Source: an optimization exercise on an open RTL-to-GDS flow (aim: small area, a short achievable clock period and few clock cycles per item). Production flows keep margins and buffers that such runs may drop.
At most, simulation tests tie the RTL to the original design; equivalence was not proved.

==> 01-02: inputs <==
## seq_mac_unit
module seq_mac_unit (
    input  logic        clk_i,
    input  logic        rst_i,
    input  logic        MUL_Start_STRB_i,
    input  logic [81:0] a_i,
    input  logic [81:0] b_i,
    input  logic [81:0] acc_i,
    output logic        MUL_Done_STRB_o,
    output logic [81:0] out_o,
    output logic        busy_o
);
export LEC_CHECK = 0
export CAP_MARGIN = 20
export CORE_MARGIN = 2
export CORE_UTILIZATION = 50
export SETUP_SLACK_MARGIN = 4.6
export SLEW_MARGIN = 20
export SYNTH_HIERARCHICAL = 1
create_clock -name core_clock -period 8.0 [get_ports {clk_i}]
run.sh (not shown) runs the stock make flow with config.mk's settings and CLKGATE_MAP_FILE= SYNTH_SCRIPT=/design/flow/synth_recipe.tcl, a recipe that flattens the netlist after the stock synthesis.
==> inputs of 01-27, as changes to 01-02 <==
--- a/flow/design.v
+++ b/flow/design.v
@@ -9,62 +9,70 @@
     output logic [81:0] out_o,
     output logic        busy_o
 );
     localparam int K = 14;
     localparam int NSTEP = 3;
     localparam int CNTW = $clog2(NSTEP + 1);
     logic [40:0]  A_q;
-    logic [42:0] B_q;       
+    logic [28:0] B_q;    
     logic [81:0]  P_q;
     logic [41:0] c_q;
     logic         rc_q;
     logic [K-1:0] RC_q;
     logic         busy_q, done_q, fin_q;
     logic [CNTW-1:0] cnt_q;
     logic [6:0] x1_q, x2_q, neg_q;
+    logic [6:0] x1b_q, x2b_q, negb_q;
     logic [6:0] x1_n, x2_n, neg_n;    
     logic [K:0] nb;
     logic [41:0] ax;
     assign ax = {A_q[40], A_q};
     logic [41:0] pp0;
     logic [41:0] pp1;
     logic [41:0] pp2;
     logic [41:0] pp3;
     logic [41:0] pp4;
     logic [41:0] pp5;
     logic [41:0] pp6;
-    assign nb = busy_q ? B_q[28:14] : {b_i[13:0], 1'b0};
+    assign nb = busy_q ? B_q[14:0] : {b_i[13:0], 1'b0};
     assign x1_n[0]  = nb[0] ^ nb[1];
     assign x2_n[0]  = (nb[2] & ~nb[1] & ~nb[0]) | (~nb[2] & nb[1] & nb[0]);
     assign neg_n[0] = nb[2];
-    assign pp0      = (({42{x1_q[0]}} & ax) | ({42{x2_q[0]}} & {ax[40:0], 1'b0})) ^ {42{neg_q[0]}};
+    assign pp0[20:0]  = (({21{x1_q[0]}} & ax[20:0]) | ({21{x2_q[0]}} & {ax[19:0], 1'b0})) ^ {21{neg_q[0]}};
+    assign pp0[41:21] = (({21{~x1b_q[0]}} & ax[41:21]) | ({21{~x2b_q[0]}} & ax[40:20])) ^ {21{~negb_q[0]}};
     assign x1_n[1]  = nb[2] ^ nb[3];
     assign x2_n[1]  = (nb[4] & ~nb[3] & ~nb[2]) | (~nb[4] & nb[3] & nb[2]);
     assign neg_n[1] = nb[4];
-    assign pp1      = (({42{x1_q[1]}} & ax) | ({42{x2_q[1]}} & {ax[40:0], 1'b0})) ^ {42{neg_q[1]}};
+    assign pp1[20:0]  = (({21{x1_q[1]}} & ax[20:0]) | ({21{x2_q[1]}} & {ax[19:0], 1'b0})) ^ {21{neg_q[1]}};
+    assign pp1[41:21] = (({21{~x1b_q[1]}} & ax[41:21]) | ({21{~x2b_q[1]}} & ax[40:20])) ^ {21{~negb_q[1]}};
     assign x1_n[2]  = nb[4] ^ nb[5];
     assign x2_n[2]  = (nb[6] & ~nb[5] & ~nb[4]) | (~nb[6] & nb[5] & nb[4]);
     assign neg_n[2] = nb[6];
-    assign pp2      = (({42{x1_q[2]}} & ax) | ({42{x2_q[2]}} & {ax[40:0], 1'b0})) ^ {42{neg_q[2]}};
+    assign pp2[20:0]  = (({21{x1_q[2]}} & ax[20:0]) | ({21{x2_q[2]}} & {ax[19:0], 1'b0})) ^ {21{neg_q[2]}};
+    assign pp2[41:21] = (({21{~x1b_q[2]}} & ax[41:21]) | ({21{~x2b_q[2]}} & ax[40:20])) ^ {21{~negb_q[2]}};
     assign x1_n[3]  = nb[6] ^ nb[7];
     assign x2_n[3]  = (nb[8] & ~nb[7] & ~nb[6]) | (~nb[8] & nb[7] & nb[6]);
     assign neg_n[3] = nb[8];
-    assign pp3      = (({42{x1_q[3]}} & ax) | ({42{x2_q[3]}} & {ax[40:0], 1'b0})) ^ {42{neg_q[3]}};
+    assign pp3[20:0]  = (({21{x1_q[3]}} & ax[20:0]) | ({21{x2_q[3]}} & {ax[19:0], 1'b0})) ^ {21{neg_q[3]}};
+    assign pp3[41:21] = (({21{~x1b_q[3]}} & ax[41:21]) | ({21{~x2b_q[3]}} & ax[40:20])) ^ {21{~negb_q[3]}};
     assign x1_n[4]  = nb[8] ^ nb[9];
     assign x2_n[4]  = (nb[10] & ~nb[9] & ~nb[8]) | (~nb[10] & nb[9] & nb[8]);
     assign neg_n[4] = nb[10];
-    assign pp4      = (({42{x1_q[4]}} & ax) | ({42{x2_q[4]}} & {ax[40:0], 1'b0})) ^ {42{neg_q[4]}};
+    assign pp4[20:0]  = (({21{x1_q[4]}} & ax[20:0]) | ({21{x2_q[4]}} & {ax[19:0], 1'b0})) ^ {21{neg_q[4]}};
+    assign pp4[41:21] = (({21{~x1b_q[4]}} & ax[41:21]) | ({21{~x2b_q[4]}} & ax[40:20])) ^ {21{~negb_q[4]}};
     assign x1_n[5]  = nb[10] ^ nb[11];
     assign x2_n[5]  = (nb[12] & ~nb[11] & ~nb[10]) | (~nb[12] & nb[11] & nb[10]);
     assign neg_n[5] = nb[12];
-    assign pp5      = (({42{x1_q[5]}} & ax) | ({42{x2_q[5]}} & {ax[40:0], 1'b0})) ^ {42{neg_q[5]}};
+    assign pp5[20:0]  = (({21{x1_q[5]}} & ax[20:0]) | ({21{x2_q[5]}} & {ax[19:0], 1'b0})) ^ {21{neg_q[5]}};
+    assign pp5[41:21] = (({21{~x1b_q[5]}} & ax[41:21]) | ({21{~x2b_q[5]}} & ax[40:20])) ^ {21{~negb_q[5]}};
     assign x1_n[6]  = nb[12] ^ nb[13];
     assign x2_n[6]  = (nb[14] & ~nb[13] & ~nb[12]) | (~nb[14] & nb[13] & nb[12]);
     assign neg_n[6] = nb[14];
-    assign pp6      = (({42{x1_q[6]}} & ax) | ({42{x2_q[6]}} & {ax[40:0], 1'b0})) ^ {42{neg_q[6]}};
+    assign pp6[20:0]  = (({21{x1_q[6]}} & ax[20:0]) | ({21{x2_q[6]}} & {ax[19:0], 1'b0})) ^ {21{neg_q[6]}};
+    assign pp6[41:21] = (({21{~x1b_q[6]}} & ax[41:21]) | ({21{~x2b_q[6]}} & ax[40:20])) ^ {21{~negb_q[6]}};
     logic fs0, fc0, fs1, fc1, fs2, fc2, fs3, fc3, fs4, fc4, fs5, fc5, fs6, fc6, fs7, fc7, fs8, fc8, fs9, fc9, fs10, fc10, fs11, fc11, fs12, fc12, fs13, fc13, fs14, fc14, fs15, fc15, fs16, fc16, fs17, fc17, fs18, fc18, fs19, fc19, fs20, fc20, fs21, fc21, fs22, fc22, fs23, fc23, fs24, fc24, fs25, fc25, fs26, fc26, fs27, fc27, fs28, fc28, fs29, fc29, fs30, fc30, fs31, fc31, fs32, fc32, fs33, fc33, fs34, fc34, fs35, fc35, fs36, fc36, fs37, fc37, fs38, fc38, fs39, fc39, fs40, fc40, fs41, fc41, fs42, fc42, fs43, fc43, fs44, fc44, fs45, fc45, fs46, fc46, fs47, fc47, fs48, fc48, fs49, fc49, fs50, fc50, fs51, fc51, fs52, fc52, fs53, fc53, fs54, fc54, fs55, fc55, fs56, fc56, fs57, fc57, fs58, fc58, fs59, fc59, fs60, fc60, fs61, fc61, fs62, fc62, fs63, fc63, fs64, fc64, fs65, fc65, fs66, fc66, fs67, fc67, fs68, fc68, fs69, fc69, fs70, fc70, fs71, fc71, fs72, fc72, fs73, fc73, fs74, fc74, fs75, fc75, fs76, fc76, fs77, fc77, fs78, fc78, fs79, fc79, fs80, fc80, fs81, fc81, fs82, fc82, fs83, fc83, fs84, fc84, fs85, fc85, fs86, fc86, fs87, fc87, fs88, fc88, fs89, fc89, fs90, fc90, fs91, fc91, fs92, fc92, fs93, fc93, fs94, fc94, fs95, fc95, fs96, fc96, fs97, fc97, fs98, fc98, fs99, fc99, fs100, fc100, fs101, fc101, fs102, fc102, fs103, fc103, fs104, fc104, fs105, fc105, fs106, fc106, fs107, fc107, fs108, fc108, fs109, fc109, fs110, fc110, fs111, fc111, fs112, fc112, fs113, fc113, fs114, fc114, fs115, fc115, fs116, fc116, fs117, fc117, fs118, fc118, fs119, fc119, fs120, fc120, fs121, fc121, fs122, fc122, fs123, fc123, fs124, fc124, fs125, fc125, fs126, fc126, fs127, fc127, fs128, fc128, fs129, fc129, fs130, fc130, fs131, fc131, fs132, fc132, fs133, fc133, fs134, fc134, fs135, fc135, fs136, fc136, fs137, fc137, fs138, fc138, fs139, fc139, fs140, fc140, fs141, fc141, fs142, fc142, fs143, fc143, fs144, fc144, fs145, fc145, fs146, fc146, fs147, fc147, fs148, fc148, fs149, fc149, fs150, fc150, fs151, fc151, fs152, fc152, fs153, fc153, fs154, fc154, fs155, fc155, fs156, fc156, fs157, fc157, fs158, fc158, fs159, fc159, fs160, fc160, fs161, fc161, fs162, fc162, fs163, fc163, fs164, fc164, fs165, fc165, fs166, fc166, fs167, fc167, fs168, fc168, fs169, fc169, fs170, fc170, fs171, fc171, fs172, fc172, fs173, fc173, fs174, fc174, fs175, fc175, fs176, fc176, fs177, fc177, fs178, fc178, fs179, fc179, fs180, fc180, fs181, fc181, fs182, fc182, fs183, fc183, fs184, fc184, fs185, fc185, fs186, fc186, fs187, fc187, fs188, fc188, fs189, fc189, fs190, fc190, fs191, fc191, fs192, fc192, fs193, fc193, fs194, fc194, fs195, fc195, fs196, fc196, fs197, fc197, fs198, fc198, fs199, fc199, fs200, fc200, fs201, fc201, fs202, fc202, fs203, fc203, fs204, fc204, fs205, fc205, fs206, fc206, fs207, fc207, fs208, fc208, fs209, fc209, fs210, fc210, fs211, fc211, fs212, fc212, fs213, fc213, fs214, fc214, fs215, fc215, fs216, fc216, fs217, fc217, fs218, fc218, fs219, fc219, fs220, fc220, fs221, fc221, fs222, fc222, fs223, fc223, fs224, fc224, fs225, fc225, fs226, fc226, fs227, fc227, fs228, fc228, fs229, fc229, fs230, fc230, fs231, fc231, fs232, fc232, fs233, fc233, fs234, fc234, fs235, fc235, fs236, fc236, fs237, fc237, fs238, fc238, fs239, fc239, fs240, fc240, fs241, fc241, fs242, fc242, fs243, fc243, fs244, fc244, fs245, fc245, fs246, fc246, fs247, fc247, fs248, fc248, fs249, fc249, fs250, fc250, fs251, fc251, fs252, fc252, fs253, fc253, fs254, fc254, fs255, fc255, fs256, fc256, fs257, fc257, fs258, fc258, fs259, fc259, fs260, fc260, fs261, fc261, fs262, fc262, fs263, fc263, fs264, fc264, fs265, fc265, fs266, fc266, fs267, fc267, fs268, fc268, fs269, fc269, fs270, fc270, fs271, fc271, fs272, fc272, fs273, fc273, fs274, fc274, fs275, fc275, fs276, fc276, fs277, fc277, fs278, fc278, fs279, fc279, fs280, fc280, fs281, fc281, fs282, fc282, fs283, fc283, fs284, fc284, fs285, fc285, fs286, fc286, fs287, fc287, fs288, fc288, fs289, fc289, fs290, fc290, fs291, fc291, fs292, fc292, fs293, fc293, fs294, fc294, fs295, fc295, fs296, fc296, fs297, fc297, fs298, fc298, fs299, fc299, fs300, fc300, fs301, fc301, fs302, fc302, fs303, fc303, fs304, fc304, fs305, fc305, fs306, fc306, fs307, fc307, fs308, fc308, fs309, fc309, fs310, fc310, fs311, fc311, fs312, fc312, fs313, fc313, fs314, fc314, fs315, fc315, fs316, fc316, fs317, fc317, fs318, fc318, fs319, fc319, fs320, fc320, fs321, fc321, fs322, fc322, fs323, fc323, fs324, fc324, fs325, fc325, fs326, fc326, fs327, fc327, fs328, fc328, fs329, fc329, fs330, fc330, fs331, fc331, fs332, fc332, fs333, fc333, fs334, fc334, fs335, fc335, fs336, fc336, fs337, fc337, fs338, fc338, fs339, fc339, fs340, fc340, fs341, fc341, fs342, fc342;
     csa_ha ufs0 (.a(P_q[12]), .b(c_q[12]), .s(fs0), .co(fc0));
     csa_ha ufs1 (.a(P_q[13]), .b(c_q[13]), .s(fs1), .co(fc1));
     csa_ha ufs2 (.a(P_q[14]), .b(c_q[14]), .s(fs2), .co(fc2));
     csa_ha ufs3 (.a(P_q[15]), .b(c_q[15]), .s(fs3), .co(fc3));
     csa_ha ufs4 (.a(P_q[16]), .b(c_q[16]), .s(fs4), .co(fc4));
     csa_ha ufs5 (.a(P_q[17]), .b(c_q[17]), .s(fs5), .co(fc5));
@@ -431,39 +439,56 @@
                 cnt_q  <= cnt_q + CNTW'(1);
             end else begin
                 busy_q <= MUL_Start_STRB_i;
                 cnt_q  <= '0;
             end
         end
     end
+    localparam logic [81:0] LATE = 82'b1111111111111100000000000000000000000000011111111111111111111111111111111111111111;
+    localparam logic [81:0] OVLM = 82'b0000000000000000000000000000000000000000010000000000000000000000000000000000000000;
+    logic [81:0] P_alt, P_d, P_late_sel;
+    always_comb begin
+        P_alt = busy_q ? P_q : acc_i;
+        if (fin_q) begin
+            P_alt[39:0] = X[53:14];
+            P_alt[81:68] = X[13:0];
+        end else if (busy_q) begin
+            P_alt = P_step;
+            if (last) P_alt[40] = P_q[54];
+        end
+        P_late_sel = {82{busy_q & ~fin_q}} & LATE & ~({82{last}} & OVLM);
+        P_d = (P_late_sel & P_step) | (~P_late_sel & P_alt);
+    end
+    always_ff @(posedge clk_i) begin
+        if (busy_q | MUL_Start_STRB_i) P_q <= P_d;
+    end
     always_ff @(posedge clk_i) begin
         if (busy_q) begin
-            B_q  <= {{K{1'b0}}, B_q[42:K]};
+            B_q  <= {{K{B_q[28]}}, B_q[28:K]};
             c_q  <= cs_c[55:K];
             rc_q <= rc_n;
             RC_q <= cs_c[13:0];
             x1_q <= x1_n;
             x2_q <= x2_n;
             neg_q <= neg_n;
-            if (fin_q) begin
-                P_q[39:0] <= X[53:14];
-                P_q[81:68] <= X[13:0];
-            end else begin
-                P_q <= P_step;
-            end
+            x1b_q <= ~x1_n;
+            x2b_q <= ~x2_n;
+            negb_q <= ~neg_n;
         end else begin
             A_q  <= a_i[40:0];
-            B_q  <= {{1{b_i[40]}}, b_i[40:0], 1'b0};
+            B_q  <= {b_i[40], b_i[40:13]};
             c_q  <= 42'(1) << 41;
             rc_q <= 1'b0;
             RC_q <= '0;
             x1_q <= x1_n;
             x2_q <= x2_n;
             neg_q <= neg_n;
-            if (MUL_Start_STRB_i) P_q <= acc_i;
+            x1b_q <= ~x1_n;
+            x2b_q <= ~x2_n;
+            negb_q <= ~neg_n;
         end
     end
     assign out_o = {P_q[39:0], P_q[81:40]};
     assign MUL_Done_STRB_o = done_q;
     assign busy_o = busy_q;
 endmodule
 module csa_fa (input logic a, b, c, output logic s, co);
==> flow/flow/run.sh (new file) <==
#!/bin/bash
# Own flow: the standard layout (standard.sh, unchanged synthesis and
# steps), with one change: the port buffers that ORFS inserts before global
# placement are plain sky130_fd_sc_hd__buf_1 cells instead of the default
# choice. Every input and output port still gets its own buffer.
# The full make output goes to standard.log; ORFS's per-step logs stay
# under orfs/logs/.
set -euo pipefail
bash standard.sh "BUFFER_PORTS_ARGS=-buffer_cell sky130_fd_sc_hd__buf_1" finish > standard.log 2>&1
==> flow/standard.sh (new file) <==
#!/bin/bash
# synth_recipe.tcl (not shown) runs the flow's synth.tcl, then flattens the netlist and writes it again
# the make line also repeats each setting of config.mk as NAME=value (left out here)
make -C /OpenROAD-flow-scripts/flow DESIGN_CONFIG=/design/flow/config.mk WORK_HOME=/design/flow/orfs CLKGATE_MAP_FILE= SYNTH_SCRIPT=/design/flow/synth_recipe.tcl "${@:-finish}"
SETUP_SLACK_MARGIN = 4.0   (was 4.6)
removed: flow/run.sh
==> results.txt <==
quantity                                                                   01-02           01-27
Result of the run                                                 finished clean  finished clean
Crit path launch                                                         A_q[17]        x1b_q[1]
Share of cell area taken by flip-flops and latches                        19.19%          24.31%
Register cell area after layout                                   0.005969 sq mm  0.006391 sq mm
Critical Path End                                                         P_q[7]         P_q[11]
Cts bufs inserted                                                             29              34
Clock latency reported for the late side of the worst-skew pair          0.60 ns         0.56 ns
Amount of wire on met2 after detailed routing                           43.16 mm        36.40 mm
Post-route non-filler standard cell count                                  3,053           3,013
Max FFs per register                                                          82              69
Number of DRC markers in iteration 0                                       2,225           1,784
Count of sequential standard cells                                           232             254
Wire length per cell after detailed routing                        31.06 microns   25.36 microns
Most repeated library cell on the critical path                             fa_2            fa_1
Critical-path maximum fanout                                                   6              21
Final weighted congestion of routability-driven global placement          0.9159          0.9187
Part of the cycle the worst path needs                                    44.21%          48.75%
Synthesized flop and latch total                                             232             254
Required time of the worst setup path                                    8.31 ns         8.25 ns
Arrival time worst endpoint                                              3.84 ns         4.15 ns
Testbench counts of 01-27, summed over its fixed seeds: cycles 16,000, ops 3,200.
The RTL of 01-02 was laid out without a check of its function.

separate check: timing with driven ports:
In the flow no input, the clock included, has a driving cell. The finished layouts below were timed again as built, in two steps.
Step 1, drivers: a clkbuf_16 drives clk_i and a buf_2 each remaining input, both assumed.
Step 2 adds t to the input delays and takes it off the output delays; t is the mean of the earliest and latest rising clock arrival at the registers after step 1. Input paths then give back, and output paths get back, about the clock's delay inside the block.
Slacks: ideal / step 1 / step 2; pairs: ideal / step 1.
run | t (ns) | setup WS [ns] | worst slew at a driven data input, ns
01-02 | 0.653 | 4.463 / 4.463 / 4.213 | 0.09
01-27 | 0.602 | 4.100 / 4.100 / 4.100 | 0.07
After both steps setup and hold are still met in every run listed. The setup slack of 01-02, which loses most, moves by 0.000 ns with the drivers and by -0.250 ns with both steps.
